From an optimization exercise on the open Yosys and OpenROAD flow, aimed at a short achievable clock period and few clock cycles; shortcuts taken in it are not production practice.
Only simulation tests tie the RTL to the original design; equivalence was not proved.
Power is estimated from default activity; no workload was simulated.

==> flow/design.v, too long to show whole: its modules and the start of the top module <==
// module instrDecoder: 26 lines
// module regRead: 23 lines
// module execUnit: 82 lines
// module mulStage1: 2767 lines
// module mulStage2: 580 lines
// module tenyrCore: 293 lines
module tenyrCore #(
    parameter tenyrPkg::wordT resetVector = tenyrPkg::defaultResetVector
) (
    input  logic           clk,
    input  logic           reset_n,
    input  logic           enable,
    output tenyrPkg::wordT instrAddr,
    input  tenyrPkg::wordT instrData,
    output tenyrPkg::wordT dataAddr,
    output logic           dataWe,
    output tenyrPkg::wordT dataOut,
    input  tenyrPkg::wordT dataIn,
    input  logic           haltReq,
    output logic           halted
);
  // ...
==> flow/flow/run.sh <==
#!/bin/bash
cp standard.sh standard.sh.txt
cp config.mk config.mk.orig.txt
echo "export SETUP_SLACK_MARGIN = 7" >> config.mk
bash standard.sh > standard.log 2>&1
==> flow/standard.sh <==
#!/bin/bash
# synth_recipe.tcl (not shown) runs the flow's synth.tcl, then flattens the netlist and writes it again
# the make line also repeats each setting of config.mk as NAME=value (left out here)
make -C /OpenROAD-flow-scripts/flow DESIGN_CONFIG=/design/flow/config.mk WORK_HOME=/design/flow/orfs CLKGATE_MAP_FILE= SYNTH_SCRIPT=/design/flow/synth_recipe.tcl "${@:-finish}"
==> flow/config.mk <==
export PLATFORM = sky130hd
export DESIGN_NAME = tenyrCore
export DESIGN_NICKNAME = tenyrCore
export VERILOG_FILES = /design/flow/design.v
export SDC_FILE = /design/flow/constraint.sdc
export NUM_CORES = 4
export LEC_CHECK = 0
export ABC_CLOCK_PERIOD_IN_PS = 5000
export CAP_MARGIN = 20
export CORE_MARGIN = 2
export CORE_UTILIZATION = 40
export SLEW_MARGIN = 20
export SETUP_SLACK_MARGIN = 7
==> flow/constraint.sdc <==
create_clock -name core_clock -period 12.5 [get_ports {clk}]
set_input_delay 2.5000 -clock core_clock [delete_from_list [all_inputs] [get_ports {clk}]]
set_output_delay 2.5000 -clock core_clock [all_outputs]
set_load 0.01 [all_outputs]
==> flow_summary.html, run 1 <==
<table>
<tr><th>Metric</th><th>Value</th></tr>
<tr><th colspan="2">Status</th></tr>
<tr><td>Outcome</td><td>finished clean</td></tr>
<tr><th colspan="2">Pwr</th></tr>
<tr><td>Share of total power in the clock network</td><td>27.8%</td></tr>
<tr><td>Fraction of power consumed by sequential logic</td><td>32.1%</td></tr>
<tr><td>Leakage</td><td>46.00 nW</td></tr>
<tr><td>Power dissipated by switching net loads</td><td>0.006368 W</td></tr>
<tr><td>Power per cell area</td><td>135.8 mW/mm^2</td></tr>
<tr><td>Power share of the combinational group</td><td>40.1%</td></tr>
<tr><th colspan="2">Timing</th></tr>
<tr><td>Headroom to the max-slew limit</td><td>14.40%</td></tr>
<tr><td>Fin. Hold Viols</td><td>0</td></tr>
<tr><td>Unrepaired setup endpoints after global routing</td><td>yes</td></tr>
<tr><td>Total negative slack</td><td>0 ns</td></tr>
<tr><td>Final Max Slew Viols</td><td>0</td></tr>
<tr><th colspan="2">Synthesis</th></tr>
<tr><td>Top post-synthesis cells by count</td><td>1337 x nor2_1, 1129 x edfxtp_1, 1000 x a21oi_1</td></tr>
<tr><td>Synth area leaders</td><td>edfxtp_1 35%, fa_1 13%, nor2_1 5.1%</td></tr>
<tr><td>Synth unique cells</td><td>101</td></tr>
<tr><td>Most used standard cell by instance count after synthesis</td><td>nor2_1</td></tr>
<tr><td>Post-synthesis adder-cell area fraction</td><td>15.62%</td></tr>
<tr><td>Largest family of logic cells by synthesized area</td><td>compound AO/OA/AOI/OAI gates</td></tr>
<tr><td>Proportion of netlist area held by the largest area contributor</td><td>34.58%</td></tr>
<tr><th colspan="2">Drt</th></tr>
<tr><td>Wire length on met3</td><td>74070 um</td></tr>
<tr><td>Highest Signal Layer</td><td>met5</td></tr>
<tr><th colspan="2">Setup path</th></tr>
<tr><td>Logic depth of the worst path, buffers included</td><td>28</td></tr>
<tr><td>Crit. End Element</td><td>flop</td></tr>
<tr><td>Buffer and inverter count on the worst path</td><td>4</td></tr>
<tr><td>Worst setup endpoint</td><td>opZ[30]$_DFFE_PP_</td></tr>
<tr><td>WS Path Type</td><td>flop to flop</td></tr>
<tr><td>Reg2reg end</td><td>opZ[30]$_DFFE_PP_</td></tr>
<tr><th colspan="2">Global route</th></tr>
<tr><td>Initial antenna violation count</td><td>54</td></tr>
<tr><td>Number of global-route vias before repair</td><td>91660</td></tr>
<tr><td>Fraction of met3 tracks used by global routing</td><td>15.14%</td></tr>
<tr><th colspan="2">Cells and area</th></tr>
<tr><td>Largest cell class by area</td><td>multi-input gates</td></tr>
<tr><td>Clk_buf instances</td><td>189</td></tr>
<tr><td>Layout area overhead</td><td>23.93%</td></tr>
<tr><td>Final-stage net count</td><td>11880</td></tr>
<tr><td>Final sequential cell count</td><td>1296</td></tr>
<tr><td>Commonest cells after routing, fill and taps aside</td><td>1192 x nor2_1, 1129 x edfxtp_1, 965 x inv_1</td></tr>
<tr><th colspan="2">Clock tree</th></tr>
<tr><td>Number of buffers added by the clock tree synthesis step</td><td>154</td></tr>
<tr><td>TritonCTS clock tree</td><td>done</td></tr>
<tr><td>Maximum level of the CTS H-tree</td><td>4</td></tr>
<tr><td>Worst-case clock buffer depth</td><td>3</td></tr>
<tr><th colspan="2">Floorplan</th></tr>
<tr><td>Initial core utilization</td><td>40.27%</td></tr>
<tr><td>Placeable core region</td><td>0.2435 sq mm</td></tr>
<tr><th colspan="2">Placed design</th></tr>
<tr><td>GP Congestion</td><td>1.049</td></tr>
<tr><th colspan="2">Worst hold path</th></tr>
<tr><td>Number of stages on the worst hold path</td><td>0</td></tr>
<tr><td>Destination of the worst hold path</td><td>condIndex[4]$_DFFE_PP_</td></tr>
</table>
Testbench counts, summed over its fixed seeds: cycles 43,278.
==> module execUnit, before the edit <==
module execUnit (
    input  logic             clk,
    input  tenyrPkg::opcodeT opcode,
    input  logic             mulBusy,
    input  logic [6*32-1:0]  mulRows,
    input  tenyrPkg::wordT   left,
    input  tenyrPkg::wordT   right,
    input  tenyrPkg::wordT   addend,
    input  tenyrPkg::wordT   predNext,
    output tenyrPkg::wordT   rhs,
    output logic             rhsIsPred,   
    output logic             cmpBit       
);
    tenyrPkg::wordT opResult;
    tenyrPkg::wordT mulSum;
    logic signedLt;
    logic signedGt;
    logic isEqual;
    logic bigShift;
    logic addSub;
    logic isSub;
    logic flagOp;      
    logic flagSet;     
    assign signedLt = $signed(left) < $signed(right);
    assign signedGt = $signed(left) > $signed(right);
    assign isEqual  = (left == right);
    assign bigShift = |right[31:5];
    assign cmpBit   = (opcode == tenyrPkg::opLt) ? signedLt :
                      (opcode == tenyrPkg::opGt) ? signedGt :
                      (opcode == tenyrPkg::opEq) ? isEqual : !isEqual;
    always_comb begin
        case (opcode)
            tenyrPkg::opLt, tenyrPkg::opEq, tenyrPkg::opGt, tenyrPkg::opNe,
            4'h4, 4'hf: flagOp = 1'b1;
            default:    flagOp = 1'b0;
        endcase
    end
    assign flagSet = cmpBit && ((opcode == tenyrPkg::opLt) || (opcode == tenyrPkg::opGt) ||
                                (opcode == tenyrPkg::opEq) || (opcode == tenyrPkg::opNe));
    always_comb begin
        case (opcode)
            tenyrPkg::opOr:     opResult = left | right;
            tenyrPkg::opAnd:    opResult = left & right;
            tenyrPkg::opShl:    opResult = bigShift ? '0 : (left << right[4:0]);
            tenyrPkg::opAndNot: opResult = left & ~right;
            tenyrPkg::opXor:    opResult = left ^ right;
            tenyrPkg::opXnor:   opResult = left ^ ~right;
            tenyrPkg::opShr:    opResult = bigShift ? '0 : (left >> right[4:0]);
            default:            opResult = '0;   
        endcase
    end
    tenyrPkg::wordT rightX;
    tenyrPkg::wordT csaSum;
    tenyrPkg::wordT csaCarry;
    tenyrPkg::wordT sumA;
    tenyrPkg::wordT sumB;
    logic           sumCin;
    assign isSub    = (opcode == tenyrPkg::opSub);
    assign addSub   = (opcode == tenyrPkg::opAdd) || isSub;
    assign rightX   = isSub ? ~right : right;
    assign csaSum   = left ^ rightX ^ addend;
    assign csaCarry = (left & rightX) | (left & addend) | (rightX & addend);
    assign sumA     = addSub ? csaSum : opResult;
    assign sumB     = addSub ? {csaCarry[30:0], 1'b0} : addend;
    assign sumCin   = isSub;
    tenyrPkg::wordT needCarry;
    tenyrPkg::wordT makeCarry;
    logic           sumIsPred;
    assign needCarry = sumA ^ sumB ^ predNext;
    assign makeCarry = (sumA & sumB) | ((sumA ^ sumB) & ~predNext);
    assign sumIsPred = (needCarry == {makeCarry[30:0], sumCin});
    tenyrPkg::wordT addendDec;
    tenyrPkg::wordT predInc;
    assign addendDec = addend - 32'd1;
    assign predInc   = predNext + 32'd1;
    assign rhsIsPred = !flagOp ? sumIsPred :
                       flagSet ? (addend == predInc) : (addend == predNext);
    mulStage2 u_mul2 (.rows(mulRows), .sum(mulSum));
    assign rhs = mulBusy ? mulSum :
                 !flagOp ? (sumA + sumB + {31'd0, sumCin}) :
                 flagSet ? addendDec : addend;
endmodule
==> module tenyrCore, before the edit <==
module tenyrCore #(
    parameter tenyrPkg::wordT resetVector = tenyrPkg::defaultResetVector
) (
    input  logic           clk,
    input  logic           reset_n,
    input  logic           enable,
    output tenyrPkg::wordT instrAddr,
    input  tenyrPkg::wordT instrData,
    output tenyrPkg::wordT dataAddr,
    output logic           dataWe,
    output tenyrPkg::wordT dataOut,
    input  tenyrPkg::wordT dataIn,
    input  logic           haltReq,
    output logic           halted
);
    tenyrPkg::wordT fetchPc;       
    tenyrPkg::wordT fetchPcInc;    
    tenyrPkg::wordT fetchTarget;   
    tenyrPkg::wordT fetchNext;     
    logic           fetchCond;     
    logic           fetchTaken;    
    logic [1:0]     predCtr [0:63];
    tenyrPkg::wordT exInstr;       
    tenyrPkg::wordT exPcInc;       
    tenyrPkg::wordT exPc;          
    tenyrPkg::wordT exPredNext;    
    logic           exCond;
    logic           exPredTaken;
    logic           exValid;
    logic [15:0]    selZ;          
    tenyrPkg::wordT opLeft;        
    tenyrPkg::wordT opRight;
    tenyrPkg::wordT opAddend;
    tenyrPkg::wordT opZ;
    logic           mulBusy;       
    logic [6*32-1:0] mulRows;
    logic [6*32-1:0] mulRowsNext;
    logic           memLoad;       
    logic           memMul;        
    logic           memStore;      
    tenyrPkg::regIndexT memDest;   
    logic [6*32-1:0] memMulRows;
    tenyrPkg::wordT memMulSum;
    tenyrPkg::wordT memResult;     
    tenyrPkg::wordT regs [1:14];
    assign instrAddr = fetchPc;
    assign dataWe    = memStore && enable;
    tenyrPkg::regIndexT idxZ, idxX, idxY;
    tenyrPkg::opcodeT   opcode;
    tenyrPkg::wordT     imm;
    logic opSwap, isStore, isDeref, isIllegal;
    instrDecoder u_dec (
        .instr       (exInstr),
        .indexZ      (idxZ),
        .indexX      (idxX),
        .indexY      (idxY),
        .opcode      (opcode),
        .immediate   (imm),
        .operandSwap (opSwap),
        .storing     (isStore),
        .derefRhs    (isDeref),
        .branch      (),
        .illegal     (isIllegal)
    );
    tenyrPkg::wordT rhs;
    logic rhsIsPred;
    logic cmpBit;
    logic exCmpExact;    
    execUnit u_exec (
        .clk      (clk),
        .opcode   (opcode),
        .mulBusy  (mulBusy),
        .mulRows  (mulRows),
        .left     (opLeft),
        .right    (opRight),
        .addend   (opAddend),
        .predNext (exPredNext),
        .rhs      (rhs),
        .rhsIsPred(rhsIsPred),
        .cmpBit   (cmpBit)
    );
    mulStage1 u_mul1 (.a(opLeft), .b(opRight), .c(opAddend), .rows(mulRowsNext));
    logic running;
    logic loadHazard;
    logic haltNow;
    logic isMul;
    logic mulPlain;     
    logic mulStart;
    logic exGo;         
    logic exJump;       
    logic memJump;      
    logic stall;
    logic exWrite;      
    logic memWrite;     
    assign running = enable && !halted;
    assign loadHazard = (memLoad || memMul) && (memDest != 4'd0) && (memDest != 4'd15) &&
                        ((memDest == idxX) || (memDest == idxY) ||
                         (isStore && (memDest == idxZ)));
    assign haltNow  = exValid && (isIllegal || haltReq);
    assign isMul    = (opcode == tenyrPkg::opMul);
    assign mulPlain = isMul && !isStore && !isDeref;
    assign mulStart = exValid && !loadHazard && !mulBusy &&
                      isMul && (isStore || isDeref);
    assign exGo     = exValid && !haltNow && !loadHazard && !mulStart;
    assign exJump   = exGo && !isStore && !isDeref && !isMul && (idxZ == 4'd15) && !rhsIsPred;
    assign memJump  = (memLoad || memMul) && (memDest == 4'd15);
    assign stall    = exValid && (loadHazard || mulStart);
    assign exCmpExact = exGo && !isStore && !isDeref && !opSwap && (imm == '0) &&
                        ((opcode == tenyrPkg::opLt) || (opcode == tenyrPkg::opEq) ||
                         (opcode == tenyrPkg::opGt) || (opcode == tenyrPkg::opNe));
    assign exWrite  = exGo && !isStore && !isDeref && !isMul && !selZ[0] && !selZ[15];
    logic exWriteFwd;
    assign exWriteFwd = exValid && !loadHazard && !mulStart &&
                        !isStore && !isDeref && !isMul && !selZ[0] && !selZ[15];
    assign memWrite = (memLoad || memMul) && (memDest != 4'd0) && (memDest != 4'd15);
    logic fJump;
    logic fUncond;
    logic fFollowCmp;
    assign fetchPcInc  = fetchPc + 32'd1;
    logic [12:0] tgtLow;
    logic [19:0] incHigh, incHighUp, incHighDown;
    assign tgtLow      = {1'b0, fetchPcInc[11:0]} + {1'b0, instrData[11:0]};
    assign incHigh     = fetchPcInc[31:12];
    assign incHighUp   = incHigh + 20'd1;
    assign incHighDown = incHigh - 20'd1;
    assign fetchTarget[11:0]  = tgtLow[11:0];
    assign fetchTarget[31:12] = (tgtLow[12] == instrData[11]) ? incHigh :
                                tgtLow[12] ? incHighUp : incHighDown;
    assign fJump     = !instrData[tenyrPkg::storeBit] && !instrData[tenyrPkg::derefBit] &&
                       (instrData[tenyrPkg::zLsb +: 4] == 4'd15);
    assign fetchCond = fJump && instrData[tenyrPkg::typeBit] &&
                       (instrData[tenyrPkg::yLsb +: 4] == 4'd15);
    assign fUncond   = fJump && !instrData[tenyrPkg::typeBit] &&
                       (((instrData[tenyrPkg::xLsb +: 4] == 4'd15) && (instrData[tenyrPkg::yLsb +: 4] == 4'd0)) ||
                        ((instrData[tenyrPkg::xLsb +: 4] == 4'd0) && (instrData[tenyrPkg::yLsb +: 4] == 4'd15))) &&
                       ((instrData[tenyrPkg::opcodeLsb +: 4] == tenyrPkg::opOr) ||
                        (instrData[tenyrPkg::opcodeLsb +: 4] == tenyrPkg::opAdd) ||
                        (instrData[tenyrPkg::opcodeLsb +: 4] == tenyrPkg::opXor));
    assign fFollowCmp = exCmpExact && (instrData[tenyrPkg::xLsb +: 4] == idxZ);
    assign fetchTaken = fUncond ||
                        (fetchCond && (fFollowCmp ? cmpBit : predCtr[fetchPc[5:0]][1]));
    assign fetchNext  = fetchTaken ? fetchTarget : fetchPcInc;
    tenyrPkg::wordT srcInstr;
    tenyrPkg::wordT srcPcInc;
    assign srcInstr = instrData;
    assign srcPcInc = fetchPcInc;
    logic [14*32-1:0] regsFlat;
    always_comb begin
        for (int i = 1; i <= 14; i++) begin
            regsFlat[(i-1)*32 +: 32] = regs[i];
        end
    end
    tenyrPkg::regIndexT srcX, srcY, srcZ;
    assign srcX = srcInstr[tenyrPkg::xLsb +: 4];
    assign srcY = srcInstr[tenyrPkg::yLsb +: 4];
    assign srcZ = srcInstr[tenyrPkg::zLsb +: 4];
    tenyrPkg::wordT baseX, baseY, baseZ;
    regRead u_rdX (.regsFlat(regsFlat), .index(srcX), .pcValue(srcPcInc),
                   .fwdMem(memWrite && memDest == srcX), .memValue(memResult), .value(baseX));
    regRead u_rdY (.regsFlat(regsFlat), .index(srcY), .pcValue(srcPcInc),
                   .fwdMem(memWrite && memDest == srcY), .memValue(memResult), .value(baseY));
    regRead u_rdZ (.regsFlat(regsFlat), .index(srcZ), .pcValue(srcPcInc),
                   .fwdMem(memWrite && memDest == srcZ), .memValue(memResult), .value(baseZ));
    logic fwdX, fwdY, fwdZ;    
    assign fwdX = exWriteFwd && (idxZ == srcX);
    assign fwdY = exWriteFwd && (idxZ == srcY);
    assign fwdZ = exWriteFwd && (idxZ == srcZ);
    tenyrPkg::wordT srcImm;
    logic           srcSwap;
    assign srcImm  = {{20{srcInstr[11]}}, srcInstr[11:0]};
    assign srcSwap = srcInstr[tenyrPkg::typeBit];
    logic refX, refY, refZ;
    assign refX = memWrite && (memDest == idxX);
    assign refY = memWrite && (memDest == idxY);
    assign refZ = memWrite && (memDest == idxZ);
    always_ff @(posedge clk) begin
        if (running) begin
            if (!stall) begin
                opLeft   <= fwdX ? rhs : baseX;
                opRight  <= srcSwap ? srcImm : (fwdY ? rhs : baseY);
                opAddend <= srcSwap ? (fwdY ? rhs : baseY) : srcImm;
                opZ      <= fwdZ ? rhs : baseZ;
            end else begin
                if (refX) opLeft <= memResult;
                if (refY && !opSwap) opRight <= memResult;
                if (refY && opSwap) opAddend <= memResult;
                if (refZ) opZ <= memResult;
            end
        end
    end
    always_ff @(posedge clk) begin
        if (!reset_n) begin
            fetchPc    <= resetVector;
            exValid    <= 1'b0;
            mulBusy    <= 1'b0;
            memLoad    <= 1'b0;
            memMul     <= 1'b0;
            memStore   <= 1'b0;
            halted     <= 1'b0;
        end else if (running) begin
            memLoad  <= exGo && !isStore && isDeref;
            memMul   <= exGo && mulPlain;
            memStore <= exGo && isStore;
            mulBusy  <= mulStart;
            if (memJump) begin
                fetchPc    <= memResult;
                exValid    <= 1'b0;
            end else if (haltNow) begin
                fetchPc  <= exPc;
                halted   <= 1'b1;
                memLoad  <= 1'b0;
                memMul   <= 1'b0;
                memStore <= 1'b0;
            end else if (exJump) begin
                fetchPc    <= rhs;
                exValid    <= 1'b0;
            end else if (exGo && (isDeref || mulPlain) && !isStore && idxZ == 4'd15) begin
                exValid    <= 1'b0;
            end else if (!stall) begin
                fetchPc    <= fetchNext;
                exValid    <= 1'b1;
            end
        end
    end
    always_ff @(posedge clk) begin
        if (running && !stall) begin
            exInstr     <= instrData;
            exPc        <= fetchPc;
            exPcInc     <= fetchPcInc;
            exPredNext  <= fetchNext;
            exCond      <= fetchCond;
            exPredTaken <= fetchTaken;
            for (int i = 0; i < 16; i++) begin
                selZ[i] <= (instrData[tenyrPkg::zLsb +: 4] == 4'(i));
            end
        end
    end
    always_ff @(posedge clk) begin
        if (running && mulStart) begin
            mulRows <= mulRowsNext;
        end
    end
    always_ff @(posedge clk) begin
        if (running && exGo && mulPlain) begin
            memMulRows <= mulRowsNext;
        end
    end
    mulStage2 u_memMul (.rows(memMulRows), .sum(memMulSum));
    assign memResult = memMul ? memMulSum : dataIn;
    always_ff @(posedge clk) begin
        if (running && exGo) begin
            memDest  <= idxZ;
            dataAddr <= isDeref ? rhs : opZ;
            dataOut  <= isDeref ? opZ : rhs;
        end
    end
    logic       condDone;
    logic       condTaken;
    logic [5:0] condIndex;
    always_ff @(posedge clk) begin
        if (!reset_n) begin
            condDone <= 1'b0;
        end else if (running) begin
            condDone  <= exGo && exCond;
            condTaken <= exPredTaken ^ exJump;   
            condIndex <= exPc[5:0];
        end
    end
    always_ff @(posedge clk) begin
        for (int i = 0; i < 64; i++) begin
            if (!reset_n) begin
                predCtr[i] <= 2'b10;
            end else if (running && condDone && condIndex == 6'(i)) begin
                if (condTaken && predCtr[i] != 2'b11) begin
                    predCtr[i] <= predCtr[i] + 2'b01;
                end else if (!condTaken && predCtr[i] != 2'b00) begin
                    predCtr[i] <= predCtr[i] - 2'b01;
                end
            end
        end
    end
    always_ff @(posedge clk) begin
        for (int i = 1; i <= 14; i++) begin
            if (running) begin
                if (exWrite && selZ[i]) begin
                    regs[i] <= rhs;
                end else if (memWrite && memDest == 4'(i)) begin
                    regs[i] <= memResult;
                end
            end
        end
    end
endmodule
==> run 2: changes to the inputs <==
--- a/flow/design.v
+++ b/flow/design.v
@@ -102,4 +102,5 @@
     input  tenyrPkg::wordT   left,
     input  tenyrPkg::wordT   right,
+    input  logic [4:0]       shamtN,      
     input  tenyrPkg::wordT   addend,
     input  tenyrPkg::wordT   predNext,
@@ -138,9 +139,9 @@
             tenyrPkg::opOr:     opResult = left | right;
             tenyrPkg::opAnd:    opResult = left & right;
-            tenyrPkg::opShl:    opResult = bigShift ? '0 : (left << right[4:0]);
+            tenyrPkg::opShl:    opResult = bigShift ? '0 : (left << ~shamtN);
             tenyrPkg::opAndNot: opResult = left & ~right;
             tenyrPkg::opXor:    opResult = left ^ right;
             tenyrPkg::opXnor:   opResult = left ^ ~right;
-            tenyrPkg::opShr:    opResult = bigShift ? '0 : (left >> right[4:0]);
+            tenyrPkg::opShr:    opResult = bigShift ? '0 : (left >> ~shamtN);
             default:            opResult = '0;   
         endcase
@@ -151,5 +152,4 @@
     tenyrPkg::wordT sumA;
     tenyrPkg::wordT sumB;
-    logic           sumCin;
     assign isSub    = (opcode == tenyrPkg::opSub);
     assign addSub   = (opcode == tenyrPkg::opAdd) || isSub;
@@ -158,6 +158,5 @@
     assign csaCarry = (left & rightX) | (left & addend) | (rightX & addend);
     assign sumA     = addSub ? csaSum : opResult;
-    assign sumB     = addSub ? {csaCarry[30:0], 1'b0} : addend;
-    assign sumCin   = isSub;
+    assign sumB     = addSub ? {csaCarry[30:0], isSub} : addend;
     tenyrPkg::wordT needCarry;
     tenyrPkg::wordT makeCarry;
@@ -165,5 +164,5 @@
     assign needCarry = sumA ^ sumB ^ predNext;
     assign makeCarry = (sumA & sumB) | ((sumA ^ sumB) & ~predNext);
-    assign sumIsPred = (needCarry == {makeCarry[30:0], sumCin});
+    assign sumIsPred = (needCarry == {makeCarry[30:0], 1'b0});
     tenyrPkg::wordT addendDec;
     tenyrPkg::wordT predInc;
@@ -173,7 +172,11 @@
                        flagSet ? (addend == predInc) : (addend == predNext);
     mulStage2 u_mul2 (.rows(mulRows), .sum(mulSum));
-    assign rhs = mulBusy ? mulSum :
-                 !flagOp ? (sumA + sumB + {31'd0, sumCin}) :
-                 flagSet ? addendDec : addend;
+    tenyrPkg::wordT sum;
+    tenyrPkg::wordT other;
+    logic           useSum;
+    assign sum    = sumA + sumB;
+    assign useSum = !mulBusy && !flagOp;
+    assign other  = mulBusy ? mulSum : flagSet ? addendDec : addend;
+    assign rhs    = useSum ? sum : other;
 endmodule
 `default_nettype wire
@@ -3561,4 +3564,20 @@
     tenyrPkg::wordT opAddend;
     tenyrPkg::wordT opZ;
+    logic [4:0]     opShamtN;      
+    logic           fwdLeft;       
+    logic           fwdRight;
+    logic           fwdAddend;
+    logic           fwdOpZ;
+    tenyrPkg::wordT exLeft;        
+    tenyrPkg::wordT exRight;
+    tenyrPkg::wordT exAddend;
+    tenyrPkg::wordT exZ;
+    logic [4:0]     exShamtN;
+    tenyrPkg::wordT mulLeftN;
+    tenyrPkg::wordT mulRightN;
+    tenyrPkg::wordT mulAddendN;
+    tenyrPkg::wordT mulLeft;
+    tenyrPkg::wordT mulRight;
+    tenyrPkg::wordT mulAddend;
     logic           mulBusy;       
     logic [6*32-1:0] mulRows;
@@ -3566,4 +3585,6 @@
     logic           memLoad;       
     logic           memMul;        
+    logic           memAlu;        
+    tenyrPkg::wordT memWb;         
     logic           memStore;      
     tenyrPkg::regIndexT memDest;   
@@ -3600,7 +3621,8 @@
         .mulBusy  (mulBusy),
         .mulRows  (mulRows),
-        .left     (opLeft),
-        .right    (opRight),
-        .addend   (opAddend),
+        .left     (exLeft),
+        .right    (exRight),
+        .shamtN   (exShamtN),
+        .addend   (exAddend),
         .predNext (exPredNext),
         .rhs      (rhs),
@@ -3608,5 +3630,13 @@
         .cmpBit   (cmpBit)
     );
-    mulStage1 u_mul1 (.a(opLeft), .b(opRight), .c(opAddend), .rows(mulRowsNext));
+    assign exLeft   = fwdLeft   ? dataAddr : opLeft;
+    assign exRight  = fwdRight  ? dataAddr : opRight;
+    assign exShamtN = fwdRight  ? ~dataAddr[4:0] : opShamtN;
+    assign exAddend = fwdAddend ? dataAddr : opAddend;
+    assign exZ      = fwdOpZ    ? dataAddr : opZ;
+    assign mulLeft   = fwdLeft   ? dataAddr : ~mulLeftN;
+    assign mulRight  = fwdRight  ? dataAddr : ~mulRightN;
+    assign mulAddend = fwdAddend ? dataAddr : ~mulAddendN;
+    mulStage1 u_mul1 (.a(mulLeft), .b(mulRight), .c(mulAddend), .rows(mulRowsNext));
     logic running;
     logic loadHazard;
@@ -3641,18 +3671,10 @@
     assign exWriteFwd = exValid && !loadHazard && !mulStart &&
                         !isStore && !isDeref && !isMul && !selZ[0] && !selZ[15];
-    assign memWrite = (memLoad || memMul) && (memDest != 4'd0) && (memDest != 4'd15);
+    assign memWrite = (memLoad || memMul || memAlu) && (memDest != 4'd0) && (memDest != 4'd15);
     logic fJump;
     logic fUncond;
     logic fFollowCmp;
     assign fetchPcInc  = fetchPc + 32'd1;
-    logic [12:0] tgtLow;
-    logic [19:0] incHigh, incHighUp, incHighDown;
-    assign tgtLow      = {1'b0, fetchPcInc[11:0]} + {1'b0, instrData[11:0]};
-    assign incHigh     = fetchPcInc[31:12];
-    assign incHighUp   = incHigh + 20'd1;
-    assign incHighDown = incHigh - 20'd1;
-    assign fetchTarget[11:0]  = tgtLow[11:0];
-    assign fetchTarget[31:12] = (tgtLow[12] == instrData[11]) ? incHigh :
-                                tgtLow[12] ? incHighUp : incHighDown;
+    assign fetchTarget = {fetchPcInc[31:12], fetchPcInc[11:0] + instrData[11:0]};
     assign fJump     = !instrData[tenyrPkg::storeBit] && !instrData[tenyrPkg::derefBit] &&
                        (instrData[tenyrPkg::zLsb +: 4] == 4'd15);
@@ -3685,9 +3707,9 @@
     tenyrPkg::wordT baseX, baseY, baseZ;
     regRead u_rdX (.regsFlat(regsFlat), .index(srcX), .pcValue(srcPcInc),
-                   .fwdMem(memWrite && memDest == srcX), .memValue(memResult), .value(baseX));
+                   .fwdMem(memWrite && memDest == srcX), .memValue(memWb), .value(baseX));
     regRead u_rdY (.regsFlat(regsFlat), .index(srcY), .pcValue(srcPcInc),
-                   .fwdMem(memWrite && memDest == srcY), .memValue(memResult), .value(baseY));
+                   .fwdMem(memWrite && memDest == srcY), .memValue(memWb), .value(baseY));
     regRead u_rdZ (.regsFlat(regsFlat), .index(srcZ), .pcValue(srcPcInc),
-                   .fwdMem(memWrite && memDest == srcZ), .memValue(memResult), .value(baseZ));
+                   .fwdMem(memWrite && memDest == srcZ), .memValue(memWb), .value(baseZ));
     logic fwdX, fwdY, fwdZ;    
     assign fwdX = exWriteFwd && (idxZ == srcX);
@@ -3705,13 +3727,29 @@
         if (running) begin
             if (!stall) begin
-                opLeft   <= fwdX ? rhs : baseX;
-                opRight  <= srcSwap ? srcImm : (fwdY ? rhs : baseY);
-                opAddend <= srcSwap ? (fwdY ? rhs : baseY) : srcImm;
-                opZ      <= fwdZ ? rhs : baseZ;
+                opLeft    <= baseX;
+                opRight   <= srcSwap ? srcImm : baseY;
+                opShamtN  <= ~(srcSwap ? srcImm[4:0] : baseY[4:0]);
+                opAddend  <= srcSwap ? baseY : srcImm;
+                opZ       <= baseZ;
+                mulLeftN   <= ~baseX;
+                mulRightN  <= ~(srcSwap ? srcImm : baseY);
+                mulAddendN <= ~(srcSwap ? baseY : srcImm);
+                fwdLeft   <= fwdX;
+                fwdRight  <= fwdY && !srcSwap;
+                fwdAddend <= fwdY && srcSwap;
+                fwdOpZ    <= fwdZ;
             end else begin
-                if (refX) opLeft <= memResult;
-                if (refY && !opSwap) opRight <= memResult;
-                if (refY && opSwap) opAddend <= memResult;
-                if (refZ) opZ <= memResult;
+                opLeft    <= refX ? memWb : exLeft;
+                opRight   <= (refY && !opSwap) ? memWb : exRight;
+                opShamtN  <= (refY && !opSwap) ? ~memWb[4:0] : exShamtN;
+                opAddend  <= (refY && opSwap) ? memWb : exAddend;
+                opZ       <= refZ ? memWb : exZ;
+                mulLeftN   <= ~(refX ? memWb : mulLeft);
+                mulRightN  <= ~((refY && !opSwap) ? memWb : mulRight);
+                mulAddendN <= ~((refY && opSwap) ? memWb : mulAddend);
+                fwdLeft   <= 1'b0;
+                fwdRight  <= 1'b0;
+                fwdAddend <= 1'b0;
+                fwdOpZ    <= 1'b0;
             end
         end
@@ -3724,4 +3762,5 @@
             memLoad    <= 1'b0;
             memMul     <= 1'b0;
+            memAlu     <= 1'b0;
             memStore   <= 1'b0;
             halted     <= 1'b0;
@@ -3729,7 +3768,11 @@
             memLoad  <= exGo && !isStore && isDeref;
             memMul   <= exGo && mulPlain;
+            memAlu   <= exWrite;
             memStore <= exGo && isStore;
             mulBusy  <= mulStart;
-            if (memJump) begin
+            if (exJump) begin
+                fetchPc    <= rhs;
+                exValid    <= 1'b0;
+            end else if (memJump) begin
                 fetchPc    <= memResult;
                 exValid    <= 1'b0;
@@ -3739,8 +3782,6 @@
                 memLoad  <= 1'b0;
                 memMul   <= 1'b0;
+                memAlu   <= 1'b0;
                 memStore <= 1'b0;
-            end else if (exJump) begin
-                fetchPc    <= rhs;
-                exValid    <= 1'b0;
             end else if (exGo && (isDeref || mulPlain) && !isStore && idxZ == 4'd15) begin
                 exValid    <= 1'b0;
@@ -3776,9 +3817,10 @@
     mulStage2 u_memMul (.rows(memMulRows), .sum(memMulSum));
     assign memResult = memMul ? memMulSum : dataIn;
+    assign memWb     = memAlu ? dataAddr : memResult;
     always_ff @(posedge clk) begin
         if (running && exGo) begin
             memDest  <= idxZ;
-            dataAddr <= isDeref ? rhs : opZ;
-            dataOut  <= isDeref ? opZ : rhs;
+            dataAddr <= (isDeref || !isStore) ? rhs : exZ;
+            dataOut  <= isDeref ? exZ : rhs;
         end
     end
@@ -3810,10 +3852,6 @@
     always_ff @(posedge clk) begin
         for (int i = 1; i <= 14; i++) begin
-            if (running) begin
-                if (exWrite && selZ[i]) begin
-                    regs[i] <= rhs;
-                end else if (memWrite && memDest == 4'(i)) begin
-                    regs[i] <= memResult;
-                end
+            if (running && memWrite && memDest == 4'(i)) begin
+                regs[i] <= memWb;
             end
         end
==> run 2 against run 1 <==
Net effect:
- flip-flop and latch count is 92 higher
- design area is 1.9% higher
- critical path type unchanged
- critical path depth is 3 lower
- largest power group unchanged
- clock-buffer cell count is 17 higher
- die area is 1.6% higher
- non-clock buffer count is 14 higher
- wire length hardly changed
- sequential power is 6.8% higher
- combinational power is 6.4% lower
- now fails the layout checks on max-capacitance violations, max-slew violations
- final cell count is 0.48% higher
==> flow_summary.html, run 2 <==
<table>
<tr><th>Metric</th><th>Value</th></tr>
<tr><th colspan="2">Status</th></tr>
<tr><td>Outcome</td><td>complete, but fails checks (was finished clean)</td></tr>
<tr><td>SO Viols</td><td>max-capacitance violations, max-slew violations</td></tr>
<tr><th colspan="2">Floorplan</th></tr>
<tr><td>Initial core utilization</td><td>40.13% (was 40.27%)</td></tr>
<tr><td>Number of primary I/O pins</td><td>166 (unchanged)</td></tr>
<tr><td>Die outline area</td><td>0.2530 sq mm (was 0.2491 sq mm)</td></tr>
<tr><td>Die Wd</td><td>503.0 um (was 499.1 um)</td></tr>
<tr><td>Placeable core region</td><td>0.2482 sq mm (was 0.2435 sq mm)</td></tr>
<tr><td>Std-Cell Rows</td><td>183 (was 181)</td></tr>
<tr><td>Vertical die dimension</td><td>503.0 um (was 499.1 um)</td></tr>
<tr><th colspan="2">Drt</th></tr>
<tr><td>Wire length reported by the detailed router</td><td>532300 um (was 532400 um)</td></tr>
<tr><td>Drc violations</td><td>0 (unchanged)</td></tr>
<tr><td>Routed wire per std cell</td><td>36.99 um (was 37.18 um)</td></tr>
<tr><td>Remaining antenna violation count after routing</td><td>0 (unchanged)</td></tr>
<tr><td>Per-cell via count in the routed design</td><td>6.448 (was 6.705)</td></tr>
<tr><td>Iteration count of the initial detailed-routing pass</td><td>14 (was 13)</td></tr>
<tr><td>Via count</td><td>92790 (was 96020)</td></tr>
<tr><td>Drt first-iter violations</td><td>14950 (was 16850)</td></tr>
<tr><th colspan="2">Worst hold path</th></tr>
<tr><td>Number of stages on the worst hold path</td><td>0 (unchanged)</td></tr>
<tr><td>Worst min-delay path category</td><td>flop to flop (unchanged)</td></tr>
<tr><td>Destination of the worst hold path</td><td>condIndex[5]$_DFFE_PP_ (was condIndex[4]$_DFFE_PP_)</td></tr>
<tr><td>Hold Startpoint</td><td>exPc[5]$_DFFE_PP_ (was exPc[4]$_DFFE_PP_)</td></tr>
<tr><th colspan="2">Setup path</th></tr>
<tr><td>Reg2reg path depth</td><td>25 (was 28)</td></tr>
<tr><td>Worst flop-to-flop path startpoint</td><td>fwdLeft$_SDFFCE_PP0P_ (was opLeft[15]$_DFFE_PP_)</td></tr>
<tr><td>Reg2reg end</td><td>fetchPc[28]$_SDFFE_PN0P_ (was opZ[30]$_DFFE_PP_)</td></tr>
<tr><td>Crit path required time</td><td>13.29 ns (was 13.16 ns)</td></tr>
<tr><td>CP startpoint kind</td><td>flop (unchanged)</td></tr>
<tr><td>Minimum setup slack among reg-to-reg paths</td><td>6.06 ns (was 6.21 ns)</td></tr>
<tr><td>WS Path Type</td><td>flop to flop (unchanged)</td></tr>
<tr><td>Arrival time of the worst setup path</td><td>7.24 ns (was 6.95 ns)</td></tr>
<tr><td>Crit. End Element</td><td>flop (unchanged)</td></tr>
<tr><td>Maximum fanout along the worst path</td><td>8 (was 18)</td></tr>
<tr><th colspan="2">Global route</th></tr>
<tr><td>Pin count of the biggest net entering global routing</td><td>134 (was 126)</td></tr>
<tr><td>Number of global-route vias before repair</td><td>86510 (was 91660)</td></tr>
<tr><td>Grt ovf</td><td>0 (unchanged)</td></tr>
<tr><td>Total global-route track usage</td><td>40.38% (was 40.79%)</td></tr>
<tr><td>Global-route wire length before repair</td><td>709900 um (was 716700 um)</td></tr>
<tr><td>Initial antenna violation count</td><td>35 (was 54)</td></tr>
<tr><th colspan="2">Pwr</th></tr>
<tr><td>Leakage</td><td>47.53 nW (was 46.00 nW)</td></tr>
<tr><td>Worst IR Drop VDD</td><td>0.1342 mV (was 0.1260 mV)</td></tr>
<tr><td>Power per cell area</td><td>136.6 mW/mm^2 (was 135.8 mW/mm^2)</td></tr>
<tr><th colspan="2">Cells and area</th></tr>
<tr><td>Filler Cell Count</td><td>22740 (was 22110)</td></tr>
<tr><td>Most common cell after layout, fill and taps aside</td><td>edfxtp_1 (was nor2_1)</td></tr>
<tr><td>Final-stage net count</td><td>11790 (was 11880)</td></tr>
<tr><td>Biggest register</td><td>regs (unchanged)</td></tr>
<tr><td>Share of cells above drive strength 1</td><td>20.15% (was 19.05%)</td></tr>
<tr><td>Flip-flop count of the largest register after layout</td><td>448 (unchanged)</td></tr>
<tr><td>Layout area overhead</td><td>24.25% (was 23.93%)</td></tr>
<tr><td>Largest registers</td><td>regs (448), memMulRows (182), mulRows (182) (unchanged)</td></tr>
<tr><td>Commonest cells after routing, fill and taps aside</td><td>1220 x edfxtp_1, 1100 x nor2_1, 1031 x inv_1 (was 1192 x nor2_1, 1129 x edfxtp_1, 965 x inv_1)</td></tr>
<tr><th colspan="2">Synthesis</th></tr>
<tr><td>EDFF count, synth</td><td>1220 (was 1129)</td></tr>
<tr><td>Post-synthesis instance area</td><td>0.09961 sq mm (was 0.09804 sq mm)</td></tr>
<tr><td>Post-synthesis async set-or-reset flop share</td><td>0% (unchanged)</td></tr>
<tr><td>Cells after synthesis</td><td>10290 (was 10570)</td></tr>
<tr><td>Top FF cell, synth</td><td>edfxtp_1 (unchanged)</td></tr>
<tr><td>Synth area leaders</td><td>edfxtp_1 37%, fa_1 12%, nor2_1 4.5% (was edfxtp_1 35%, fa_1 13%, nor2_1 5.1%)</td></tr>
<tr><td>Syn avg cell area</td><td>9.684 sq um (was 9.276 sq um)</td></tr>
<tr><td>Total nets after synthesis</td><td>11180 (was 11490)</td></tr>
<tr><td>Most used standard cell by instance count after synthesis</td><td>edfxtp_1 (was nor2_1)</td></tr>
<tr><td>Cell type with the highest aggregate area in the netlist</td><td>edfxtp_1 (unchanged)</td></tr>
<tr><td>Top post-synthesis cells by count</td><td>1220 x edfxtp_1, 1189 x nor2_1, 1067 x inv_1 (was 1337 x nor2_1, 1129 x edfxtp_1, 1000 x a21oi_1)</td></tr>
<tr><td>Proportion of netlist area held by the largest area contributor</td><td>36.78% (was 34.58%)</td></tr>
<tr><td>Synth unique cells</td><td>88 (was 101)</td></tr>
<tr><td>Post-synthesis sequential area ratio</td><td>40.15% (was 37.99%)</td></tr>
<tr><td>Synthesis Warnings</td><td>5 (unchanged)</td></tr>
<tr><td>Flip-flop and latch count after synthesis</td><td>1388 (was 1296)</td></tr>
<tr><th colspan="2">Timing</th></tr>
<tr><td>Final Max Slew Viols</td><td>13 (was 0)</td></tr>
<tr><td>Setup Skew</td><td>0.09751 ns (was 0.09478 ns)</td></tr>
<tr><td>Final cycle utilization of the critical path</td><td>51.56% (was 50.36%)</td></tr>
<tr><td>Count of endpoints failing setup in the final report</td><td>0 (unchanged)</td></tr>
<tr><td>Highest attainable clock frequency</td><td>0.1552 GHz (was 0.1589 GHz)</td></tr>
<tr><td>Total negative slack</td><td>0 ns (unchanged)</td></tr>
<tr><td>Fin. Hold Viols</td><td>0 (unchanged)</td></tr>
<tr><td>Hold slack</td><td>0.4467 ns (was 0.4586 ns)</td></tr>
<tr><td>Headroom to the max-slew limit</td><td>-2.244% (was 14.40%)</td></tr>
<tr><td>Unrepaired setup endpoints after global routing</td><td>yes (unchanged)</td></tr>
<tr><td>Tightest Pin Transition</td><td>1.534 ns (was 1.281 ns)</td></tr>
<tr><td>Smallest setup slack after layout</td><td>6.056 ns (was 6.205 ns)</td></tr>
<tr><td>Post-layout min period</td><td>6.444 ns (was 6.295 ns)</td></tr>
<tr><th colspan="2">Clock tree</th></tr>
<tr><td>Clk latency of the worst-skew pair</td><td>0.95 ns (was 0.90 ns)</td></tr>
<tr><td>Worst-case clock buffer depth</td><td>3 (unchanged)</td></tr>
<tr><td>TritonCTS clock tree</td><td>done (unchanged)</td></tr>
<tr><td>Number of sinks handled by clock tree synthesis</td><td>1388 (was 1296)</td></tr>
<tr><td>Register clock-pin slew on the reported worst setup and hold paths</td><td>0.06 ns (was 0.07 ns)</td></tr>
<tr><td>Root buf cell</td><td>clkbuf_16 (unchanged)</td></tr>
<tr><td>Number of buffers added by the clock tree synthesis step</td><td>168 (was 154)</td></tr>
<tr><td>Maximum level of the CTS H-tree</td><td>4 (unchanged)</td></tr>
<tr><th colspan="2">Placed design</th></tr>
<tr><td>Post-DP HPWL</td><td>378000 um (was 353800 um)</td></tr>
<tr><td>Worst setup slack before clock tree synthesis</td><td>3.380 ns (was 4.070 ns)</td></tr>
<tr><td>Port buffer count</td><td>165 (unchanged)</td></tr>
<tr><td>GP Congestion</td><td>1.069 (was 1.049)</td></tr>
<tr><th colspan="2">Job</th></tr>
<tr><td>Max-capacitance violation count</td><td>1 (was 0)</td></tr>
</table>
run 2: logic make-up (layout without fill, tap and decap cells):
family	count (synthesis)	after routing	share of synthesized area [%]
multiplexers	381	383	4.012
adder cells (fa/ha/maj)	821	821	14.96
AO/OA/AOI/OAI	2775	2779	18.17
buffers and inverters	1702	2441	6.442
AND/OR/NAND/NOR	2804	2806	12.61
other	0	27	0
flip-flops	1388	1388	40.15
XOR/XNOR	415	415	3.649
run 2: per-layer routing:
layer  part of all wire, %  track usage, %  vias to the layer above
met3                    12           11.31                     1577
li1                      -               -                    37850
met4                   8.9           27.67                       22
met1                    38           52.51                    46220
met2                    41           58.23                     7120
met5                 0.040          0.2474                        -
run 2: area by class of cell:
| class | instances | area (sq um) | share of cell area [%] |
|---|---|---|---|
| well taps | 3330 | 4167 | 3.366 |
| multi-input cells | 7204 | 59180 | 47.82 |
| clock buffers | 206 | 4377 | 3.536 |
| repair buffers | 1059 | 10640 | 8.593 |
| flip-flops and latches | 1388 | 40000 | 32.32 |
| inverters | 1075 | 4200 | 3.394 |
| diodes | 27 | 67.56 | 0.05459 |
| clock inverters | 101 | 1134 | 0.9159 |
run 2: worst max-delay path by stage:
stage | startpoint | endpoint | cells past startpoint
global placement | fwdLeft$_SDFFCE_PP0P_ | fetchPc[31]$_SDFFE_PN0P_ | 25
detailed placement | fwdLeft$_SDFFCE_PP0P_ | fetchPc[31]$_SDFFE_PN0P_ | 25
CTS | fwdLeft$_SDFFCE_PP0P_ | fetchPc[28]$_SDFFE_PN0P_ | 25
floorplan | enable | mulRows[0]$_DFFE_PP_ | 4
finish | fwdLeft$_SDFFCE_PP0P_ | fetchPc[28]$_SDFFE_PN0P_ | 25
global route | fwdLeft$_SDFFCE_PP0P_ | fetchPc[31]$_SDFFE_PN0P_ | 26
run 2: power breakdown:
group / switching, W / total, W / leakage [nW] / internal, W
combinational: 0.00398 / 0.00619 / 32.2 / 0.00221
clock: 0.00225 / 0.00506 / 2.65 / 0.00281
sequential: 0.000130 / 0.00566 / 12.6 / 0.00553
run 2: worst max-delay path, cell delays in order, from the launching register on:
cell and delay, ns:
edfxtp_1 0.47, buf_6 0.20, buf_16 0.18, mux2_4 0.25, clkinvlp_4 0.23, nand2_2 0.18, and2_4 0.21, nand2_1 0.08
a311o_1 0.39, a31oi_4 0.29, o211ai_1 0.38, nand3_2 0.18, buf_4 0.18, inv_1 0.07, fa_2 0.58, xor2_4 0.26
nand4_1 0.20, nor4_1 0.33, nand4_1 0.33, o21ai_2 0.29, a31oi_4 0.07, buf_12 0.19, buf_12 0.14, buf_12 0.13
a211o_1 0.22, a32o_1 0.24
run 2: repair_timing:
action,in CTS,in global routing
setup endpoints to repair,622,366
cloned,25,20
gates resized for setup,847,605
pin swaps,210,248
hold buffers,0,0
buffers inserted,243,200
run 2: metrics by stage:
stage                     instances  instance area, sq um  power (W)  utilization, %
final                         14390                123800    0.01691           49.86
after global routing          14370                123700    0.01741           49.84
after CTS                     14140                119000    0.01641           47.96
after detailed placement      13570                107100    0.01091           43.17
after global placement        13560                107000    0.01088           43.13
after floorplan               10290                 99770   0.008570               -
Testbench counts of run 2, summed over its fixed seeds: cycles 43,278.
==> run 3: changes to the inputs <==
--- a/flow/config.mk
+++ b/flow/config.mk
@@ -7,7 +7,7 @@
 export LEC_CHECK = 0
 export ABC_CLOCK_PERIOD_IN_PS = 5000
-export CAP_MARGIN = 20
+export CAP_MARGIN = 40
 export CORE_MARGIN = 2
-export CORE_UTILIZATION = 40
+export CORE_UTILIZATION = 60
 export SLEW_MARGIN = 20
 export SETUP_SLACK_MARGIN = 7
==> run 3 against run 2 <==
Net effect:
- the flow now stops in global routing (5_1_grt)
- synthesized cell count unchanged
- synthesized area is the same
==> flow_summary.html, run 3 <==
<table>
<tr><th>Metric</th><th>Value</th></tr>
<tr><th colspan="2">Synthesis</th></tr>
<tr><td>Synthesis Warnings</td><td>5 (unchanged)</td></tr>
<tr><td>EDFF count, synth</td><td>1220 (unchanged)</td></tr>
<tr><td>Share of synthesized area spent on multiplexers</td><td>4.012% (unchanged)</td></tr>
<tr><td>Top post-synthesis cells by count</td><td>1220 x edfxtp_1, 1189 x nor2_1, 1067 x inv_1 (unchanged)</td></tr>
<tr><td>Share of the synthesized area in compound gates (AO/OA/AOI/OAI)</td><td>18.17% (unchanged)</td></tr>
<tr><td>Largest family of logic cells by synthesized area</td><td>compound AO/OA/AOI/OAI gates (unchanged)</td></tr>
<tr><td>Cells after synthesis</td><td>10290 (unchanged)</td></tr>
<tr><td>Post-synthesis async set-or-reset flop share</td><td>0% (unchanged)</td></tr>
<tr><td>Proportion of netlist area held by the largest area contributor</td><td>36.78% (unchanged)</td></tr>
<tr><td>Post-synthesis sequential area ratio</td><td>40.15% (unchanged)</td></tr>
<tr><td>Post-synthesis adder-cell area fraction</td><td>14.96% (unchanged)</td></tr>
<tr><td>Total nets after synthesis</td><td>11180 (unchanged)</td></tr>
<tr><td>Parity-gate share of the synthesized area counting xor and xnor cells</td><td>3.649% (unchanged)</td></tr>
<tr><td>Top FF cell, synth</td><td>edfxtp_1 (unchanged)</td></tr>
<tr><td>Synth unique cells</td><td>88 (unchanged)</td></tr>
<tr><td>Synth area leaders</td><td>edfxtp_1 37%, fa_1 12%, nor2_1 4.5% (unchanged)</td></tr>
<tr><td>Post-synthesis instance area</td><td>0.09961 sq mm (unchanged)</td></tr>
<tr><td>Cell type with the highest aggregate area in the netlist</td><td>edfxtp_1 (unchanged)</td></tr>
<tr><td>Synth Area in Simple Gates</td><td>12.61% (unchanged)</td></tr>
<tr><td>Syn avg cell area</td><td>9.684 sq um (unchanged)</td></tr>
<tr><td>Most used standard cell by instance count after synthesis</td><td>edfxtp_1 (unchanged)</td></tr>
<tr><td>Flip-flop and latch count after synthesis</td><td>1388 (unchanged)</td></tr>
<tr><th colspan="2">Placed design</th></tr>
<tr><td>Post-DP HPWL</td><td>348100 um (was 378000 um)</td></tr>
<tr><td>GP Congestion</td><td>1.132 (was 1.069)</td></tr>
<tr><td>Port buffer count</td><td>165 (unchanged)</td></tr>
<tr><td>Area post-placement</td><td>0.1060 sq mm (was 0.1071 sq mm)</td></tr>
<tr><td>Worst setup slack before clock tree synthesis</td><td>3.666 ns (was 3.380 ns)</td></tr>
<tr><th colspan="2">Clock tree</th></tr>
<tr><td>Number of buffers added by the clock tree synthesis step</td><td>153 (was 168)</td></tr>
<tr><td>Root buf cell</td><td>clkbuf_16 (unchanged)</td></tr>
<tr><td>Worst-case clock buffer depth</td><td>3 (unchanged)</td></tr>
<tr><td>Number of buffers inserted by hold repair at cts</td><td>0 (unchanged)</td></tr>
<tr><td>Maximum level of the CTS H-tree</td><td>4 (unchanged)</td></tr>
<tr><td>Number of sinks handled by clock tree synthesis</td><td>1388 (unchanged)</td></tr>
<tr><th colspan="2">Floorplan</th></tr>
<tr><td>Die Wd</td><td>411.5 um (was 503.0 um)</td></tr>
<tr><td>Number of primary I/O pins</td><td>166 (unchanged)</td></tr>
<tr><td>Std-Cell Rows</td><td>149 (was 183)</td></tr>
<tr><td>Vertical die dimension</td><td>411.5 um (was 503.0 um)</td></tr>
<tr><td>Initial core utilization</td><td>60.37% (was 40.13%)</td></tr>
<tr><th colspan="2">Global route</th></tr>
<tr><td>Pin count of the biggest net entering global routing</td><td>164</td></tr>
<tr><th colspan="2">Status</th></tr>
<tr><td>Log Error</td><td>[ERROR GRT-0232] Routing congestion too high. Check the congestion heatmap in the GUI.</td></tr>
<tr><td>Failing step</td><td>global routing (5_1_grt)</td></tr>
<tr><td>Outcome</td><td>did not finish (was complete, but fails checks)</td></tr>
</table>
run 3: cell counts after synthesis:
Identical to the previous run, type by type.
run 3: power by group through the flow:
stage / clock, W / sequential, W / combinational, W
CTS: 0.00465 / 0.00565 / 0.00573
detailed placement: 0 / 0.00575 / 0.00510
floorplan: 0 / 0.00570 / 0.00287
global placement: 0 / 0.00575 / 0.00488
run 3: timing repair:
| item | 4_1_cts |
|---|---|
| resized for setup | 867 |
| setup endpoints to repair | 568 |
| setup buffers | 270 |
| cloned | 24 |
| pin swaps | 199 |
run 3: worst min-delay path by stage:
stage,startpoint,to,slack (ns),cells after the start
after floorplan,exPc[0]$_DFFE_PP_,condIndex[0]$_DFFE_PP_,0.42,0
after global placement,exPc[1]$_DFFE_PP_,condIndex[1]$_DFFE_PP_,0.43,0
after detailed placement,exPc[1]$_DFFE_PP_,condIndex[1]$_DFFE_PP_,0.43,0
after CTS,exPc[0]$_DFFE_PP_,condIndex[0]$_DFFE_PP_,0.45,0
run 3: kinds of logic after synthesis:
family,count (synthesis)
DFF,1388
AOI/OAI and AO/OA,2775
muxes,381
buffers and inverters,1702
and+or+nand+nor,2804
adders and majority gates,821
xor gates and xnor gates,415
run 3: per-stage QoR:
step | hold slack, ns | instances
after floorplan | 0.4208 | 10290
after global placement | 0.4298 | 12350
after detailed placement | 0.4344 | 12450
after CTS | 0.4516 | 13020
==> run 4: changes to the inputs <==
--- a/flow/config.mk
+++ b/flow/config.mk
@@ -9,5 +9,5 @@
 export CAP_MARGIN = 40
 export CORE_MARGIN = 2
-export CORE_UTILIZATION = 60
-export SLEW_MARGIN = 20
+export CORE_UTILIZATION = 40
+export SLEW_MARGIN = 40
 export SETUP_SLACK_MARGIN = 7
==> run 4 against run 3 <==
Net effect:
- the run now finishes clean
- synthesized area is the same
- synthesized cell count unchanged
==> flow_summary.html, run 4 <==
<table>
<tr><th>Metric</th><th>Value</th></tr>
<tr><th colspan="2">Status</th></tr>
<tr><td>Outcome</td><td>finished clean (was did not finish)</td></tr>
<tr><th colspan="2">Pwr</th></tr>
<tr><td>Power, Total</td><td>0.01714 W</td></tr>
<tr><td>Worst IR Drop VDD</td><td>0.1289 mV</td></tr>
<tr><td>Leakage</td><td>47.82 nW</td></tr>
<tr><td>Power per cell area</td><td>137.5 mW/mm^2</td></tr>
<tr><th colspan="2">Placed design</th></tr>
<tr><td>Post-DP HPWL</td><td>378200 um (was 348100 um)</td></tr>
<tr><td>Port buffer count</td><td>165 (unchanged)</td></tr>
<tr><td>Area post-placement</td><td>0.1077 sq mm (was 0.1060 sq mm)</td></tr>
<tr><td>GP Congestion</td><td>1.069 (was 1.132)</td></tr>
<tr><th colspan="2">Clock tree</th></tr>
<tr><td>Root buf cell</td><td>clkbuf_16 (unchanged)</td></tr>
<tr><td>Number of buffers added by the clock tree synthesis step</td><td>168 (was 153)</td></tr>
<tr><td>Maximum level of the CTS H-tree</td><td>4 (unchanged)</td></tr>
<tr><td>Number of buffers inserted by hold repair at cts</td><td>0 (unchanged)</td></tr>
<tr><td>Number of sinks handled by clock tree synthesis</td><td>1388 (unchanged)</td></tr>
<tr><td>TritonCTS clock tree</td><td>done</td></tr>
<tr><td>Register clock-pin slew on the reported worst setup and hold paths</td><td>0.06 ns</td></tr>
<tr><td>Clk latency of the worst-skew pair</td><td>0.89 ns</td></tr>
<tr><td>Worst-case clock buffer depth</td><td>3 (unchanged)</td></tr>
<tr><th colspan="2">Timing</th></tr>
<tr><td>Final cycle utilization of the critical path</td><td>51.37%</td></tr>
<tr><td>Final Max Slew Viols</td><td>0</td></tr>
<tr><td>Setup Skew</td><td>0.07364 ns</td></tr>
<tr><td>Highest attainable clock frequency</td><td>0.1557 GHz</td></tr>
<tr><td>Post-layout min period</td><td>6.421 ns</td></tr>
<tr><td>Fin. Hold Viols</td><td>0</td></tr>
<tr><td>Total negative slack</td><td>0 ns</td></tr>
<tr><td>Unrepaired setup endpoints after global routing</td><td>yes</td></tr>
<tr><td>Tightest Pin Transition</td><td>1.052 ns</td></tr>
<tr><td>Count of endpoints failing setup in the final report</td><td>0</td></tr>
<tr><td>Headroom to the max-slew limit</td><td>29.39%</td></tr>
<tr><th colspan="2">Cells and area</th></tr>
<tr><td>Layout area overhead</td><td>25.15%</td></tr>
<tr><td>Final-stage net count</td><td>11790</td></tr>
<tr><td>Share of cells above drive strength 1</td><td>21.05%</td></tr>
<tr><td>Largest registers</td><td>regs (448), memMulRows (182), mulRows (182)</td></tr>
<tr><td>Biggest register</td><td>regs</td></tr>
<tr><td>Utilization after layout</td><td>50.23%</td></tr>
<tr><td>Commonest cells after routing, fill and taps aside</td><td>1220 x edfxtp_1, 1100 x nor2_1, 1028 x inv_1</td></tr>
<tr><td>Filler Cell Count</td><td>22620</td></tr>
<tr><td>Flip-flop count of the largest register after layout</td><td>448</td></tr>
<tr><td>Most common cell after layout, fill and taps aside</td><td>edfxtp_1</td></tr>
<tr><td>Finished layout cell area</td><td>0.1247 sq mm</td></tr>
<tr><th colspan="2">Synthesis</th></tr>
<tr><td>Total nets after synthesis</td><td>11180 (unchanged)</td></tr>
<tr><td>Proportion of netlist area held by the largest area contributor</td><td>36.78% (unchanged)</td></tr>
<tr><td>Share of synthesized area spent on multiplexers</td><td>4.012% (unchanged)</td></tr>
<tr><td>Synth unique cells</td><td>88 (unchanged)</td></tr>
<tr><td>Flip-flop and latch count after synthesis</td><td>1388 (unchanged)</td></tr>
<tr><td>Post-synthesis sequential area ratio</td><td>40.15% (unchanged)</td></tr>
<tr><td>Syn avg cell area</td><td>9.684 sq um (unchanged)</td></tr>
<tr><td>Parity-gate share of the synthesized area counting xor and xnor cells</td><td>3.649% (unchanged)</td></tr>
<tr><td>Post-synthesis instance area</td><td>0.09961 sq mm (unchanged)</td></tr>
<tr><td>Synth Area in Simple Gates</td><td>12.61% (unchanged)</td></tr>
<tr><td>Post-synthesis adder-cell area fraction</td><td>14.96% (unchanged)</td></tr>
<tr><td>Synth area leaders</td><td>edfxtp_1 37%, fa_1 12%, nor2_1 4.5% (unchanged)</td></tr>
<tr><td>Post-synthesis async set-or-reset flop share</td><td>0% (unchanged)</td></tr>
<tr><td>Cell type with the highest aggregate area in the netlist</td><td>edfxtp_1 (unchanged)</td></tr>
<tr><td>Most used standard cell by instance count after synthesis</td><td>edfxtp_1 (unchanged)</td></tr>
<tr><td>Cells after synthesis</td><td>10290 (unchanged)</td></tr>
<tr><td>Synthesis Warnings</td><td>5 (unchanged)</td></tr>
<tr><td>Largest family of logic cells by synthesized area</td><td>compound AO/OA/AOI/OAI gates (unchanged)</td></tr>
<tr><td>Top FF cell, synth</td><td>edfxtp_1 (unchanged)</td></tr>
<tr><td>Share of the synthesized area in compound gates (AO/OA/AOI/OAI)</td><td>18.17% (unchanged)</td></tr>
<tr><td>EDFF count, synth</td><td>1220 (unchanged)</td></tr>
<tr><td>Top post-synthesis cells by count</td><td>1220 x edfxtp_1, 1189 x nor2_1, 1067 x inv_1 (unchanged)</td></tr>
<tr><th colspan="2">Setup path</th></tr>
<tr><td>Worst flop-to-flop path startpoint</td><td>fwdAddend$_SDFFCE_PP0P_</td></tr>
<tr><td>Slowest-stage cell, CP</td><td>o21ai_1</td></tr>
<tr><td>Reg2reg end</td><td>fetchPc[8]$_SDFFE_PN0P_</td></tr>
<tr><td>Crit. End Element</td><td>flop</td></tr>
<tr><td>Maximum fanout along the worst path</td><td>17</td></tr>
<tr><td>Critical Path Most Common Cell</td><td>nand4_1</td></tr>
<tr><td>Crit path required time</td><td>13.26 ns</td></tr>
<tr><td>Longest individual stage delay on the worst path</td><td>0.73 ns</td></tr>
<tr><td>Minimum setup slack among reg-to-reg paths</td><td>6.08 ns</td></tr>
<tr><td>WS Path Type</td><td>flop to flop</td></tr>
<tr><td>Arrival time of the worst setup path</td><td>7.18 ns</td></tr>
<tr><td>List of cells traversed by the critical path</td><td>buf_16 -&gt; mux2i_1 -&gt; inv_1 -&gt; fa_1 -&gt; o21ai_1 -&gt; fa_2 -&gt; xor2_4 -&gt; nand4_1 -&gt; nor4_2 -&gt; nand4_1 -&gt; o21ai_2 -&gt; a31oi_4 -&gt; clkbuf_16 -&gt; buf_4 -&gt; a211o_1 -&gt; a32o_1</td></tr>
<tr><td>Reg2reg path depth</td><td>16</td></tr>
<tr><td>CP startpoint kind</td><td>flop</td></tr>
<tr><th colspan="2">Floorplan</th></tr>
<tr><td>Initial core utilization</td><td>40.13% (was 60.37%)</td></tr>
<tr><td>Std-Cell Rows</td><td>183 (was 149)</td></tr>
<tr><td>Placeable core region</td><td>0.2482 sq mm</td></tr>
<tr><td>Die Wd</td><td>503.0 um (was 411.5 um)</td></tr>
<tr><td>Die outline area</td><td>0.2530 sq mm</td></tr>
<tr><td>Vertical die dimension</td><td>503.0 um (was 411.5 um)</td></tr>
<tr><td>Number of primary I/O pins</td><td>166 (unchanged)</td></tr>
<tr><th colspan="2">Drt</th></tr>
<tr><td>Remaining antenna violation count after routing</td><td>0</td></tr>
<tr><td>Iteration count of the initial detailed-routing pass</td><td>10</td></tr>
<tr><td>Drc violations</td><td>0</td></tr>
<tr><td>Via count</td><td>92730</td></tr>
<tr><td>Wire length reported by the detailed router</td><td>534200 um</td></tr>
<tr><td>Per-cell via count in the routed design</td><td>6.443</td></tr>
<tr><td>Routed wire per std cell</td><td>37.12 um</td></tr>
<tr><td>Drt first-iter violations</td><td>15200</td></tr>
<tr><th colspan="2">Global route</th></tr>
<tr><td>Initial antenna violation count</td><td>46</td></tr>
<tr><td>Total global-route track usage</td><td>40.69%</td></tr>
<tr><td>Grt ovf</td><td>0</td></tr>
<tr><td>Number of global-route vias before repair</td><td>87110</td></tr>
<tr><td>Global-route wire length before repair</td><td>715200 um</td></tr>
<tr><td>Pin count of the biggest net entering global routing</td><td>134</td></tr>
<tr><th colspan="2">Worst hold path</th></tr>
<tr><td>Destination of the worst hold path</td><td>condIndex[5]$_DFFE_PP_</td></tr>
<tr><td>Worst min-delay path category</td><td>flop to flop</td></tr>
<tr><td>Number of stages on the worst hold path</td><td>0</td></tr>
<tr><td>Hold Startpoint</td><td>exPc[5]$_DFFE_PP_</td></tr>
<tr><th colspan="2">Job</th></tr>
<tr><td>Max-capacitance violation count</td><td>0</td></tr>
</table>
==> run 4: cell counts after synthesis <==
No cell type changed its count.
==> run 4: worst max-delay path, delay by kind of cell (launching register included) <==
kind	cells	cell delay, ns
AO/OA/AOI/OAI	5	1.63
AND/OR/NAND/NOR	3	0.85
buffers and inverters	4	1.20
multiplexers	1	0.62
XOR/XNOR	1	0.31
adder cells (fa/ha/maj)	2	1.23
flip-flops	1	0.42
==> run 4: final cells by class <==
type | instances | area [sq um] | area share, %
Clock inverter | 99 | 1215 | 0.9746
Timing Repair Buffer | 1062 | 10680 | 8.563
Multi-Input combinational cell | 7202 | 59840 | 48.01
Sequential cell | 1388 | 40000 | 32.09
Clock buffer | 210 | 4514 | 3.621
Tap cell | 3330 | 4167 | 3.342
Inverter | 1075 | 4178 | 3.351
Antenna cell | 26 | 65.06 | 0.05219
==> run 4: stage by stage <==
| stage | setup slack [ns] | cells | hold slack [ns] |
|---|---|---|---|
| after global placement | 3.094 | 13560 | 0.4294 |
| after global routing | 6.224 | 14370 | 0.4728 |
| final | 6.079 | 14390 | 0.4467 |
| after floorplan | 3.065 | 10290 | 0.4208 |
| after detailed placement | 3.346 | 13580 | 0.4322 |
| after CTS | 6.359 | 14150 | 0.4461 |
==> run 4: per-layer routing <==
layer / track usage, % / vias to the layer above / part of all wire, %
met5: 0 / - / 0.040
met4: 27.93 / 30 / 8.8
met3: 11.98 / 1574 / 12
met2: 58.49 / 6996 / 41
met1: 52.69 / 46250 / 37
li1: - / 37880 / -
==> run 4: cells by family (layout without fill, tap and decap cells) <==
logic type | after synthesis | in the layout
DFF | 1388 | 1388
muxes | 381 | 382
xor gates and xnor gates | 415 | 415
other | 0 | 26
and+or+nand+nor | 2804 | 2805
adders and majority gates | 821 | 821
AOI/OAI and AO/OA | 2775 | 2779
buffers and inverters | 1702 | 2446
==> run 4: power by group <==
part | leakage (nW) | internal [W] | switching (W)
sequential | 12.6 | 0.00553 | 0.000128
clock | 2.79 | 0.00296 | 0.00225
combinational | 32.4 | 0.00225 | 0.00403
total | 47.8 | 0.0107 | 0.00640
==> run 4: timing repair <==
action | 4_1_cts | 5_1_grt
buffers inserted | 243 | 190
gates resized for setup | 844 | 649
gates cloned | 23 | 25
setup endpoints to repair | 576 | 374
pin swaps | 159 | 298
==> run 4: how the worst max path moves through the flow <==
stage | startpoint | to | cells after the start
3_3_place_gp | fwdLeft$_SDFFCE_PP0P_ | fetchPc[31]$_SDFFE_PN0P_ | 25
6_report | fwdAddend$_SDFFCE_PP0P_ | fetchPc[8]$_SDFFE_PN0P_ | 16
5_1_grt | exInstr[12]$_DFFE_PP_ | fetchPc[31]$_SDFFE_PN0P_ | 24
4_1_cts | fwdLeft$_SDFFCE_PP0P_ | fetchPc[31]$_SDFFE_PN0P_ | 28
3_5_place_dp | fwdLeft$_SDFFCE_PP0P_ | fetchPc[31]$_SDFFE_PN0P_ | 25
2_1_floorplan | enable | mulRows[0]$_DFFE_PP_ | 4

-- static timing again, ports no longer ideal --
Ports are ideal in the flow. The routed layouts listed here were re-timed in OpenROAD.
Step 1 sets driving cells, clkbuf_16 on the clock port and buf_2 on the other inputs (assumed; they add their load-dependent delay and slew).
Step 2 also shifts input and output timing later by t, the mid clock arrival at the registers, as if the neighbouring blocks saw the same clock.
a / b / c = ideal / step 1 / step 2; a / b = the first two.
run | t, ns | setup WS [ns] | latest minus earliest clock arrival (ns) | worst slew at a driven data input, ns
run 1 | 0.946 | 6.205 / 6.205 / 5.629 | 0.108 / 0.108 | 0.32
run 2 | 0.994 | 6.056 / 6.056 / 5.806 | 0.101 / 0.101 | 0.11
run 4 | 0.949 | 6.079 / 6.079 / 5.712 | 0.074 / 0.073 | 0.12
For run 1, which loses most, drivers alone change the setup slack by 0.000 ns; drivers and shift together by -0.576 ns.
